This is an optimization exercise on Yosys and OpenROAD, whose aim is small area, a short achievable clock period and few clock cycles per item, not a production implementation. The RTL was checked by simulation tests, not by an equivalence proof against the original design. No activity file was given, so power comes from the tool's default toggle rates.

## oak
// instr_fetch
module instr_fetch #(
  parameter int          IMEM_DEPTH = 64,
  parameter logic [31:0] HALT_WORD  = 32'hFFFF_FFFF
) (
  input  logic          clk,
  input  logic          reset,
  input  logic          load_en,
  input  logic [$clog2(IMEM_DEPTH)-1:0] load_addr,
  input  logic [31:0]   load_data,
  input  logic          start,
  input  logic          instr_ready,
  input  logic          PCSrc,
  output logic          instr_valid,
  output logic [31:0]   Instr,
  output logic [31:0]   pc,
  output logic          halted,
  output logic          pc_err
);
  localparam int AW = 6;             
  localparam int HW = 16 - AW + 1;   
  logic                  r_run;      
  logic                  r_fetch;    
  logic                  r_halt;
  logic                  r_pc_err;
  logic [31:0]           r_instr;
  logic [AW-1:0]         r_pcw;      
  logic [HW-1:0]         r_pchi;     
  logic [31:0]           r_imem [IMEM_DEPTH];
  logic [IMEM_DEPTH*32-1:0] w_words;
  logic                  w_is_halt;
  logic [AW-1:0]         w_imm;
  logic [AW:0]           w_nt;       
  logic [AW:0]           w_tl;       
  logic [HW-1:0]         w_thi;      
  logic                  w_oor_t;
  logic                  w_tk;
  logic                  w_oor;
  logic                  w_rd_t;     
  logic [AW-1:0]         w_ntbase;
  logic [31:0]           w_rd;
  assign w_is_halt = (r_instr == HALT_WORD);
  ...
Size: ~4000 cells after synthesis, about 2100 flip-flops, ~110 I/O pins.
make LEC_CHECK=0 CAP_MARGIN=20 CORE_MARGIN=2 CORE_UTILIZATION=45 CTS_BUF_LIST=sky130_fd_sc_hd__clkbuf_8 SETUP_SLACK_MARGIN=2.0 SLEW_MARGIN=20 SYNTH_HIERARCHICAL=1 TNS_END_PERCENT=10 finish   # period 5.0 ns
run.sh (not shown) runs the stock make flow with config.mk's settings and CLKGATE_MAP_FILE= SYNTH_SCRIPT=/design/flow/synth_recipe.tcl, a recipe that flattens the netlist after the stock synthesis.
oak reached the final stage; the timing, DRC and antenna checks on its layout passed.
Testbench counts of oak, summed over its fixed seeds: cycles 4,607, items 3,967.
Relative to oak, the following input files were edited for pine:
Settings: a deleted CTS_BUF_LIST that had been sky130_fd_sc_hd__clkbuf_8.
### Flow results
pine vs. oak: sequential share of layout area went down; cell area went up; reported net switching power went up; total number of vias went down; arrival time of data at the critical path endpoint went down.
Measured against each other, oak and pine differ in clock power, the higher figure coming from pine.


Starting RTL as in the previous note.
==> flow/config.mk <==
export PLATFORM = sky130hd
export DESIGN_NAME = instr_fetch
export DESIGN_NICKNAME = instr_fetch
export VERILOG_FILES = /design/flow/design.v
export SDC_FILE = /design/flow/constraint.sdc
export NUM_CORES = 4
export LEC_CHECK = 0
export CAP_MARGIN = 20
export CORE_MARGIN = 2
export CORE_UTILIZATION = 40
export CTS_CLUSTER_SIZE = 25
export SETUP_SLACK_MARGIN = 2.0
export SLEW_MARGIN = 20
export SYNTH_HIERARCHICAL = 1
export TNS_END_PERCENT = 10
==> flow/constraint.sdc <==
create_clock -name core_clock -period 5.0 [get_ports {clk}]
set_input_delay 1.0000 -clock core_clock [delete_from_list [all_inputs] [get_ports {clk}]]
set_output_delay 1.0000 -clock core_clock [all_outputs]
set_load 0.01 [all_outputs]
standard.sh (not shown) runs the stock make flow with config.mk's settings and CLKGATE_MAP_FILE= SYNTH_SCRIPT=/design/flow/synth_recipe.tcl, a recipe that flattens the netlist after the stock synthesis.
==> flow/flow/run.sh <==
#!/bin/bash
# Layout flow: the standard flow, with the instruction-memory flip-flops placed
# by hand after the floorplan. Each bit of the 64 words gets a tile of its own (a
# 6x6 grid of tiles with the middle 2x2 left for the control logic), so that the
# AND-OR read tree of a bit stays inside its tile. The port buffers are buf_4
# rather than the standard flow's pick. Everything else is the standard flow.
set -euo pipefail
export BUFFER_PORTS_ARGS="-buffer_cell sky130_fd_sc_hd__buf_4"
bash standard.sh synth floorplan > std_synth_floorplan.log 2>&1
openroad -no_init -exit flow/preplace.tcl > preplace.log 2>&1
bash standard.sh > std_finish.log 2>&1
Other scripts of this flow, unchanged in this note and not shown: flow/flow/preplace.tcl
Testbench counts at the start, summed over its fixed seeds: cycles 4,607, items 3,967.
Then changed:
- CTS_BUF_LIST: default -> sky130_fd_sc_hd__clkbuf_8
- CTS_CLUSTER_SIZE: 25 -> default
Via count grows by 2.2%.
Clock-buffer cell count rose by 102.
Die area is unchanged.
Cell area shrinks by 1.3%.
Routed wire length shrinks by 0.81%.
Total power decreases by 2.8%.
First-iteration DRC count is higher by 7.1%.

-- what the ideal ports hide --
No port has a modelled driver above. Below, the same layouts with a new extraction and two added sets of constraints. Step 1 (the two cells are an assumption about what drives the block):
set clk [get_ports {clk}]
set_driving_cell -lib_cell sky130_fd_sc_hd__clkbuf_16 $clk
set_driving_cell -lib_cell sky130_fd_sc_hd__buf_2 [delete_from_list [all_inputs] $clk]
Step 2 times the ports against the registers' clock, not the clock port: input delays grow and output delays shrink by t, the midpoint of the rising clock arrivals with the driver on. Slacks: ideal / step 1 / step 2; pairs: ideal / step 1.
run	t (ns)	slack for setup (ns)	clock arrival spread, ns	worst data-port slew with drivers (ns)	cell pins on the clock port's net
oak	1.119	1.195 / 1.195 / 0.447	0.095 / 0.095	0.13	1
pine	0.923	1.180 / 1.180 / 0.759	0.056 / 0.056	0.14	1
the first run of note 2	0.974	1.501 / 1.501 / 0.835	0.059 / 0.059	0.21	1
the second run of note 2	1.196	1.579 / 1.579 / 0.775	0.087 / 0.087	0.22	1
After both steps setup and hold are still met in every run listed. The setup slack of the second run of note 2, which loses most, moves by 0.000 ns with the drivers and by -0.804 ns with both steps.
